This is an optimization exercise on Yosys and OpenROAD, whose aim is small area and a short achievable clock period, not a production implementation. Function was checked by simulation only, so behaviour that the tests miss may differ from the original.

==> v16: inputs <==
==> flow/design.v <==
module mdu_add_row #(
  parameter int W = 35
) (
  input  logic [W-1:0] x,
  input  logic [W-1:0] y,
  input  logic         ci,
  output logic [W-1:0] s,
  output logic         co
);
  logic [W:0] c;
  assign c[0] = ci;
  for (genvar i = 0; i < W; i++) begin : g_bit
    assign {c[i+1], s[i]} = {1'b0, x[i]} + {1'b0, y[i]} + {1'b0, c[i]};
  end
  assign co = c[W];
endmodule
module mdu_csel_row #(
  parameter int L = 23
) (
  input  logic [34:0] x,
  input  logic [34:0] y,
  input  logic        ci,
  output logic [34:0] s,
  output logic        c33
);
  logic        cl, co0, co1;
  logic [32-L:0] su0, su1;
  mdu_add_row #(L)      u_lo (.x(x[L-1:0]), .y(y[L-1:0]), .ci(ci),   .s(s[L-1:0]), .co(cl));
  mdu_add_row #(33 - L) u_u0 (.x(x[32:L]),  .y(y[32:L]),  .ci(1'b0), .s(su0),      .co(co0));
  mdu_add_row #(33 - L) u_u1 (.x(x[32:L]),  .y(y[32:L]),  .ci(1'b1), .s(su1),      .co(co1));
  assign s[32:L] = cl ? su1 : su0;
  assign c33     = cl ? co1 : co0;
  logic unused;
  mdu_add_row #(2)      u_hi (.x(x[34:33]), .y(y[34:33]), .ci(c33),  .s(s[34:33]), .co(unused));
endmodule
module mdu_inc (
  input  logic [31:0] v,
  input  logic        inc,
  output logic [31:0] o
);
  logic [32:0] c;
  assign c[0] = inc;
  for (genvar i = 0; i < 32; i++) begin : g_bit
    assign o[i]   = v[i] ^ c[i];
    assign c[i+1] = c[i] & v[i];
  end
endmodule
module mdu_bsel (
  input  logic [34:0] yx,
  input  logic        one,
  input  logic        two,
  input  logic        neg,
  output logic [34:0] o
);
  assign o[0] = (one & yx[0]) ^ neg;
  for (genvar i = 1; i < 35; i++) begin : g_bit
    assign o[i] = ((one & yx[i]) | (two & yx[i-1])) ^ neg;
  end
endmodule
module mdu_hilo #(
  parameter int MULT_CYCLES = 5,
  parameter int DIV_CYCLES  = 10
) (
  input  logic        clk,
  input  logic        reset,
  input  logic [3:0]  MDU_op,
  input  logic        start,
  input  logic        Req,
  input  logic [31:0] E_V1_f,
  input  logic [31:0] E_V2_f,
  output logic        busy,
  output logic [31:0] MDU_out
);
  localparam logic [3:0] OP_MULT  = 4'd1;
  localparam logic [3:0] OP_MULTU = 4'd2;
  localparam logic [3:0] OP_DIV   = 4'd3;
  localparam logic [3:0] OP_DIVU  = 4'd4;
  localparam logic [3:0] OP_MFHI  = 4'd5;
  localparam logic [3:0] OP_MFLO  = 4'd6;
  localparam logic [3:0] OP_MTHI  = 4'd7;
  localparam logic [3:0] OP_MTLO  = 4'd8;
  logic        busy_q;           
  logic        zh_q, zl_q;       
  logic        nh_q;             
  logic        nl_q;             
  logic        lw_q;             
  logic        w_q;              
  logic [3:0]  k_q;              
  logic        mul_q;            
  logic        com_q;            
  logic        sgn_q;            
  logic        corr_q;           
  logic        bp_q;             
  logic        mc_q;             
  logic [1:0]  qt_q;             
  logic        ax_q;             
  logic [31:0] hi_q, lo_q, b_q;
  logic acc, op_mul, op_div, op_mult, op_div_s;
  assign acc      = start & ~Req & ~busy_q;
  assign op_mult  = (MDU_op == OP_MULT);
  assign op_mul   = (MDU_op == OP_MULT) | (MDU_op == OP_MULTU);
  assign op_div_s = (MDU_op == OP_DIV);
  assign op_div   = (MDU_op == OP_DIV) | (MDU_op == OP_DIVU);
  logic        a_neg, b_neg, bz, bhz, bho, dsmall, q31, q30, r1, w0, w1, w2;
  logic [1:0]  at, dlo, x2, r2;
  logic [4:1]  dk;               
  always_comb begin
    a_neg  = op_div_s & E_V1_f[31];
    b_neg  = op_div_s & E_V2_f[31];
    bz     = (E_V2_f == 32'd0);
    bhz    = ~(|E_V2_f[31:3]);
    bho    = &E_V2_f[31:3];
    for (int k = 1; k <= 4; k++)
      dk[k] = b_neg ? (bho & (E_V2_f[2:0] == 3'(8 - k))) : (bhz & (E_V2_f[2:0] == 3'(k)));
    dsmall = |dk[3:1];
    dlo    = dk[1] ? 2'd1 : dk[2] ? 2'd2 : dk[3] ? 2'd3 : 2'd0;
    at     = E_V1_f[31:30] ^ {2{a_neg}};
    w0     = dk[1];
    q31    = at[1] & dk[1];
    r1     = at[1] & ~q31;
    w1     = q31 ? (w0 & at[1]) : (at[1] ? dk[2] : dk[1]);
    x2     = {r1, at[0]};
    q30    = dsmall & (x2 >= dlo);
    r2     = q30 ? (x2 - dlo) : x2;
    w2     = q30 ? (w1 & at[0]) : dk[3'(x2) + 3'd1];
  end
  logic dm, mm, mc;
  assign dm = ~mul_q;                        
  assign mm = mul_q & ~mc_q;                 
  assign mc = mc_q;                          
  logic        bs;
  logic [34:0] yx;
  assign bs = sgn_q & b_q[31];
  assign yx = {bs, bs, bs, b_q};
  logic [3:0] one, two, neg, bd_one, bd_two, bd_neg;
  logic [8:0] bw;
  assign bw = {lo_q[7:0], bp_q};
  for (genvar r = 0; r < 4; r++) begin : g_booth
    assign bd_one[r] = bw[2*r+1] ^ bw[2*r];
    assign bd_two[r] = (bw[2*r+2] & ~bw[2*r+1] & ~bw[2*r]) | (~bw[2*r+2] & bw[2*r+1] & bw[2*r]);
    assign bd_neg[r] = bw[2*r+2] & ~(bw[2*r+1] & bw[2*r]);
  end
  always_comb begin
    one = bd_one;
    two = bd_two;
    neg = bd_neg;
    if (dm) begin
      one[2:0] = 3'b111;
      two[2:0] = 3'b000;
      neg[2:0] = {3{~bs}};
    end
    if (mc) begin
      one[0] = corr_q;
      two[0] = 1'b0;
      neg[0] = 1'b0;
    end
  end
  logic [34:0] x1, x2r, x3, x4, y1, y2, y3, y4, s1, s2, s3, s4, rr1, rr2, rr3;
  logic        c1, c2, c3, c4;
  logic [2:0] db;
  assign db = lo_q[29:27] ^ {3{nh_q}};
  assign x1 = {hi_q[31], hi_q[31], hi_q, dm ? db[2] : ax_q};
  mdu_bsel u_y1 (.yx(yx), .one(one[0]), .two(two[0]), .neg(neg[0]), .o(y1));
  mdu_csel_row u_r1 (.x(x1), .y(y1), .ci(neg[0]), .s(s1), .c33(c1));
  assign rr1 = {s1[34:32], ~c1 ? x1[31:0] : s1[31:0]};
  assign x2r = dm ? {s1[34], s1[34], rr1[31:0], db[1]} : {s1[34], s1[34], s1[34:2]};
  mdu_bsel u_y2 (.yx(yx), .one(one[1]), .two(two[1]), .neg(neg[1]), .o(y2));
  mdu_csel_row u_r2 (.x(x2r), .y(y2), .ci(neg[1]), .s(s2), .c33(c2));
  assign rr2 = {s2[34:32], ~c2 ? x2r[31:0] : s2[31:0]};
  assign x3 = dm ? {s2[34], s2[34], rr2[31:0], db[0]} : {s2[34], s2[34], s2[34:2]};
  mdu_bsel u_y3 (.yx(yx), .one(one[2]), .two(two[2]), .neg(neg[2]), .o(y3));
  mdu_csel_row u_r3 (.x(x3), .y(y3), .ci(neg[2]), .s(s3), .c33(c3));
  assign rr3 = {s3[34:32], ~c3 ? x3[31:0] : s3[31:0]};
  logic wa, wb, wc;
  assign wa = c1 ? (w_q & db[2]) : (&s1[32:0]);
  assign wb = c2 ? (wa  & db[1]) : (&s2[32:0]);
  assign wc = c3 ? (wb  & db[0]) : (&s3[32:0]);
  assign x4 = {s3[34], s3[34], s3[34:2]};
  mdu_bsel u_y4 (.yx(yx), .one(one[3]), .two(two[3]), .neg(neg[3]), .o(y4));
  mdu_add_row u_r4 (.x(x4), .y(y4), .ci(neg[3]), .s(s4), .co(c4));
  logic last;
  assign last = mul_q ? (k_q == 4'd4) : (k_q == 4'd9);
  always_ff @(posedge clk or negedge reset) begin
    if (!reset) begin
      busy_q <= 1'b0;
      zh_q   <= 1'b1;
      zl_q   <= 1'b1;
    end else begin
      if (busy_q) begin
        if (last) busy_q <= 1'b0;
      end else if (acc && (op_mul || op_div)) begin
        busy_q <= 1'b1;
      end
      if (acc && ((MDU_op == OP_MTHI) || op_mul || (op_div && !bz))) zh_q <= 1'b0;
      if (acc && ((MDU_op == OP_MTLO) || op_mul || (op_div && !bz))) zl_q <= 1'b0;
    end
  end
  always_ff @(posedge clk) begin
    bp_q <= busy_q & lo_q[7];
    mc_q <= busy_q & mul_q & (k_q == 4'd3);
    if (!busy_q) begin
      b_q    <= E_V2_f;
      k_q    <= 4'd0;
      mul_q  <= op_mul;
      com_q  <= op_mul | ~bz;
      sgn_q  <= op_mult | op_div_s;
      corr_q <= (MDU_op == OP_MULTU) & E_V1_f[31];
    end else begin
      k_q <= k_q + 4'd1;
    end
    if (acc) begin
      case (MDU_op)
        OP_MTHI: begin
          hi_q <= E_V1_f;
          nh_q <= 1'b0;
        end
        OP_MTLO: begin
          lo_q <= E_V1_f;
          nl_q <= 1'b0;
          lw_q <= 1'b0;
        end
        OP_MULT, OP_MULTU: begin
          ax_q <= 1'b0;
          hi_q <= 32'd0;
          lo_q <= E_V1_f;
          nh_q <= 1'b0;
          nl_q <= 1'b0;
          lw_q <= 1'b0;
        end
        OP_DIV, OP_DIVU: begin
          if (!bz) begin
            hi_q <= {30'd0, r2};
            lo_q <= E_V1_f;
            qt_q <= {q31, q30} ^ {2{a_neg ^ b_neg}};
            nh_q <= a_neg;
            nl_q <= a_neg ^ b_neg;
            lw_q <= a_neg;
            w_q  <= w2;
          end
        end
        default: ;
      endcase
    end else if (busy_q && com_q) begin
      if (mm) begin
        {hi_q, ax_q} <= s4[34:2];
        lo_q         <= {s4[1:0], s3[1:0], s2[1:0], s1[1:0], lo_q[31:8]};
      end else if (mc) begin
        hi_q <= s1[31:0];
      end else begin
        hi_q <= rr3[31:0];
        lo_q <= {last ? qt_q : lo_q[28:27], lo_q[26:0], {c1, c2, c3} ^ {3{nl_q}}};
        w_q  <= wc;
      end
    end
  end
  logic [31:0] hi_out, lo_out;
  assign hi_out = hi_q ^ {32{nh_q}};
  mdu_inc u_lout (.v(lo_q), .inc(nl_q ^ (lw_q & w_q)), .o(lo_out));
  assign busy    = busy_q;
  assign MDU_out = ({32{(MDU_op == OP_MFHI) & ~zh_q & ~(nh_q & w_q)}} & hi_out) |
                   ({32{(MDU_op == OP_MFLO) & ~zl_q}} & lo_out);
endmodule
==> flow/flow/run.sh <==
#!/bin/bash
# The standard layout (standard.sh) with two changes:
#  * synthesis maps with a plain area-recovery ABC script (strash, dch, amap)
#    (flow/abc_amap.script); everything else in synthesis is synth_recipe.tcl as is,
#    so the registers, their names and cell types are the standard synthesis's;
#  * the port buffers that global placement inserts on every input and output are buf_2
#    cells rather than the delay-buffer cell buffer_ports picks by default.
set -euo pipefail
cd "$(dirname "$0")/.."
work=$(pwd)
{
  head -n 1 synth_recipe.tcl
  echo "proc abc {args} {"
  echo "  set i [lsearch -exact \$args -script]"
  echo "  if {\$i >= 0} { lset args [expr {\$i + 1}] {$work/flow/abc_amap.script} }"
  echo "  yosys abc {*}\$args"
  echo "}"
  tail -n +2 synth_recipe.tcl
} > own_synth.tcl
export BUFFER_PORTS_ARGS="-buffer_cell sky130_fd_sc_hd__buf_2"
bash standard.sh SYNTH_SCRIPT="$work/own_synth.tcl" finish > standard_flow.log 2>&1
==> flow/flow/abc_amap.script <==
strash
dch
amap
topo
stime -c
==> flow/standard.sh <==
#!/bin/bash
# synth_recipe.tcl (not shown) runs the flow's synth.tcl, then flattens the netlist and writes it again
# the make line also repeats each setting of config.mk as NAME=value (left out here)
make -C /OpenROAD-flow-scripts/flow DESIGN_CONFIG=/design/flow/config.mk WORK_HOME=/design/flow/orfs CLKGATE_MAP_FILE= SYNTH_SCRIPT=/design/flow/synth_recipe.tcl "${@:-finish}"
==> flow/config.mk <==
export PLATFORM = sky130hd
export DESIGN_NAME = mdu_hilo
export DESIGN_NICKNAME = mdu_hilo
export VERILOG_FILES = /design/flow/design.v
export SDC_FILE = /design/flow/constraint.sdc
export NUM_CORES = 4
export LEC_CHECK = 0
export ABC_AREA = 1
export CAP_MARGIN = 30
export CORE_MARGIN = 2
export CORE_UTILIZATION = 55
export CTS_BUF_LIST = sky130_fd_sc_hd__clkbuf_8
export CTS_CLUSTER_SIZE = 40
export SLEW_MARGIN = 30
==> flow/constraint.sdc <==
create_clock -name core_clock -period 105.0 [get_ports {clk}]
set_input_delay 21.0000 -clock core_clock [delete_from_list [all_inputs] [get_ports {clk}]]
set_output_delay 21.0000 -clock core_clock [all_outputs]
set_load 0.01 [all_outputs]
==> v33: changes against v16 <==
Settings changed: CORE_UTILIZATION 55 to 40.
==> v22: changes against v16 <==
--- a/flow/design.v
+++ b/flow/design.v
@@ -34,14 +34,14 @@
   mdu_add_row #(2)      u_hi (.x(x[34:33]), .y(y[34:33]), .ci(c33),  .s(s[34:33]), .co(unused));
 endmodule
-module mdu_inc (
+module mdu_cneg (
   input  logic [31:0] v,
-  input  logic        inc,
+  input  logic        n,
   output logic [31:0] o
 );
   logic [32:0] c;
-  assign c[0] = inc;
+  assign c[0] = 1'b0;
   for (genvar i = 0; i < 32; i++) begin : g_bit
     assign o[i]   = v[i] ^ c[i];
-    assign c[i+1] = c[i] & v[i];
+    assign c[i+1] = c[i] | (n & v[i]);
   end
 endmodule
@@ -82,8 +82,5 @@
   logic        busy_q;           
   logic        zh_q, zl_q;       
-  logic        nh_q;             
-  logic        nl_q;             
-  logic        lw_q;             
-  logic        w_q;              
+  logic        nh_q, nl_q;       
   logic [3:0]  k_q;              
   logic        mul_q;            
@@ -102,26 +99,19 @@
   assign op_div_s = (MDU_op == OP_DIV);
   assign op_div   = (MDU_op == OP_DIV) | (MDU_op == OP_DIVU);
-  logic        a_neg, b_neg, bz, bhz, bho, dsmall, q31, q30, r1, w0, w1, w2;
-  logic [1:0]  at, dlo, x2, r2;
-  logic [4:1]  dk;               
+  logic        a_neg, b_neg, bz, dsmall, q31, q30, r1;
+  logic [1:0]  dlo, x2, r2;
+  logic [31:0] a_abs;
+  mdu_cneg u_aneg (.v(E_V1_f), .n(a_neg), .o(a_abs));
   always_comb begin
     a_neg  = op_div_s & E_V1_f[31];
     b_neg  = op_div_s & E_V2_f[31];
     bz     = (E_V2_f == 32'd0);
-    bhz    = ~(|E_V2_f[31:3]);
-    bho    = &E_V2_f[31:3];
-    for (int k = 1; k <= 4; k++)
-      dk[k] = b_neg ? (bho & (E_V2_f[2:0] == 3'(8 - k))) : (bhz & (E_V2_f[2:0] == 3'(k)));
-    dsmall = |dk[3:1];
-    dlo    = dk[1] ? 2'd1 : dk[2] ? 2'd2 : dk[3] ? 2'd3 : 2'd0;
-    at     = E_V1_f[31:30] ^ {2{a_neg}};
-    w0     = dk[1];
-    q31    = at[1] & dk[1];
-    r1     = at[1] & ~q31;
-    w1     = q31 ? (w0 & at[1]) : (at[1] ? dk[2] : dk[1]);
-    x2     = {r1, at[0]};
+    dsmall = b_neg ? ((&E_V2_f[31:2]) & (|E_V2_f[1:0])) : ~(|E_V2_f[31:2]);
+    dlo    = b_neg ? {E_V2_f[1] ^ E_V2_f[0], E_V2_f[0]} : E_V2_f[1:0];
+    q31    = a_abs[31] & dsmall & (dlo == 2'd1);
+    r1     = a_abs[31] & ~q31;
+    x2     = {r1, a_abs[30]};
     q30    = dsmall & (x2 >= dlo);
     r2     = q30 ? (x2 - dlo) : x2;
-    w2     = q30 ? (w1 & at[0]) : dk[3'(x2) + 3'd1];
   end
   logic dm, mm, mc;
@@ -158,22 +148,16 @@
   logic [34:0] x1, x2r, x3, x4, y1, y2, y3, y4, s1, s2, s3, s4, rr1, rr2, rr3;
   logic        c1, c2, c3, c4;
-  logic [2:0] db;
-  assign db = lo_q[29:27] ^ {3{nh_q}};
-  assign x1 = {hi_q[31], hi_q[31], hi_q, dm ? db[2] : ax_q};
+  assign x1 = {hi_q[31], hi_q[31], hi_q, dm ? lo_q[29] : ax_q};
   mdu_bsel u_y1 (.yx(yx), .one(one[0]), .two(two[0]), .neg(neg[0]), .o(y1));
   mdu_csel_row u_r1 (.x(x1), .y(y1), .ci(neg[0]), .s(s1), .c33(c1));
   assign rr1 = {s1[34:32], ~c1 ? x1[31:0] : s1[31:0]};
-  assign x2r = dm ? {s1[34], s1[34], rr1[31:0], db[1]} : {s1[34], s1[34], s1[34:2]};
+  assign x2r = dm ? {s1[34], s1[34], rr1[31:0], lo_q[28]} : {s1[34], s1[34], s1[34:2]};
   mdu_bsel u_y2 (.yx(yx), .one(one[1]), .two(two[1]), .neg(neg[1]), .o(y2));
   mdu_csel_row u_r2 (.x(x2r), .y(y2), .ci(neg[1]), .s(s2), .c33(c2));
   assign rr2 = {s2[34:32], ~c2 ? x2r[31:0] : s2[31:0]};
-  assign x3 = dm ? {s2[34], s2[34], rr2[31:0], db[0]} : {s2[34], s2[34], s2[34:2]};
+  assign x3 = dm ? {s2[34], s2[34], rr2[31:0], lo_q[27]} : {s2[34], s2[34], s2[34:2]};
   mdu_bsel u_y3 (.yx(yx), .one(one[2]), .two(two[2]), .neg(neg[2]), .o(y3));
   mdu_csel_row u_r3 (.x(x3), .y(y3), .ci(neg[2]), .s(s3), .c33(c3));
   assign rr3 = {s3[34:32], ~c3 ? x3[31:0] : s3[31:0]};
-  logic wa, wb, wc;
-  assign wa = c1 ? (w_q & db[2]) : (&s1[32:0]);
-  assign wb = c2 ? (wa  & db[1]) : (&s2[32:0]);
-  assign wc = c3 ? (wb  & db[0]) : (&s3[32:0]);
   assign x4 = {s3[34], s3[34], s3[34:2]};
   mdu_bsel u_y4 (.yx(yx), .one(one[3]), .two(two[3]), .neg(neg[3]), .o(y4));
@@ -218,5 +202,4 @@
           lo_q <= E_V1_f;
           nl_q <= 1'b0;
-          lw_q <= 1'b0;
         end
         OP_MULT, OP_MULTU: begin
@@ -226,15 +209,12 @@
           nh_q <= 1'b0;
           nl_q <= 1'b0;
-          lw_q <= 1'b0;
         end
         OP_DIV, OP_DIVU: begin
           if (!bz) begin
             hi_q <= {30'd0, r2};
-            lo_q <= E_V1_f;
-            qt_q <= {q31, q30} ^ {2{a_neg ^ b_neg}};
+            lo_q <= a_abs;
+            qt_q <= {q31, q30};
             nh_q <= a_neg;
             nl_q <= a_neg ^ b_neg;
-            lw_q <= a_neg;
-            w_q  <= w2;
           end
         end
@@ -249,14 +229,13 @@
       end else begin
         hi_q <= rr3[31:0];
-        lo_q <= {last ? qt_q : lo_q[28:27], lo_q[26:0], {c1, c2, c3} ^ {3{nl_q}}};
-        w_q  <= wc;
+        lo_q <= {last ? qt_q : lo_q[28:27], lo_q[26:0], c1, c2, c3};
       end
     end
   end
   logic [31:0] hi_out, lo_out;
-  assign hi_out = hi_q ^ {32{nh_q}};
-  mdu_inc u_lout (.v(lo_q), .inc(nl_q ^ (lw_q & w_q)), .o(lo_out));
+  mdu_cneg u_hneg (.v(hi_q), .n(nh_q), .o(hi_out));
+  mdu_cneg u_lneg (.v(lo_q), .n(nl_q), .o(lo_out));
   assign busy    = busy_q;
-  assign MDU_out = ({32{(MDU_op == OP_MFHI) & ~zh_q & ~(nh_q & w_q)}} & hi_out) |
+  assign MDU_out = ({32{(MDU_op == OP_MFHI) & ~zh_q}} & hi_out) |
                    ({32{(MDU_op == OP_MFLO) & ~zl_q}} & lo_out);
 endmodule
Settings changed: CORE_UTILIZATION 55 to 40.
==> flow_summary_export.csv <==
group,metric,value,unit
outcome,status,"complete, no violations",
die,num_rows,68,
sta,clock.fmax,22.7,MHz
synthesis,synthesis.area,14200,µm²
hold_path,hp-start,"k_q[0]",
cells_and_area,multiInputGateArea,9890,µm²
global_route,grt_pass1_vias,13833,
The numbers above come from v22.

==> flow_summary_export.csv <==
group,metric,value,unit
global_route,grt_pass1_vias,14071,
sta,clock.fmax,22.9,MHz
cells_and_area,multiInputGateArea,9760,µm²
hold_path,hp-start,"zh_q",
synthesis,synthesis.area,14000,µm²
worst_setup_path,cp-endpoint,"MDU_out[0]",
outcome,status,"complete, no violations",
The numbers above come from v16.

==> flow_summary_export.csv <==
group,metric,value,unit
cells_and_area,multiInputGateArea,9770,µm²
outcome,status,"complete, no violations",
sta,clock.fmax,22.8,MHz
die,num_rows,68,
The numbers above come from v33.

-- afterwards: timing with drivers on the ports --
In the flow no input, the clock included, has a driving cell. The finished layouts below were timed again as built, in two steps.
Step 1 assumes that a clkbuf_16 drives the clock port and a buf_2 every other input.
Step 2 also shifts input and output timing later by t, the mid clock arrival at the registers, as if the neighbouring blocks saw the same clock.
a / b / c = ideal / step 1 / step 2; a / b = the first two.
run	t, ns	slack for setup (ns)	worst setup path at the end	worst slew at a driven data input, ns
v16	0.514	61.272 / 61.252 / 61.252	input to output	0.05
v33	0.542	61.217 / 61.198 / 61.198	input to output	0.05
v22	0.512	61.024 / 61.003 / 61.003	input to output	0.07
After both steps setup and hold are still met in every run listed. For v22, which loses most, drivers alone change the setup slack by -0.021 ns; drivers and shift together by -0.021 ns.
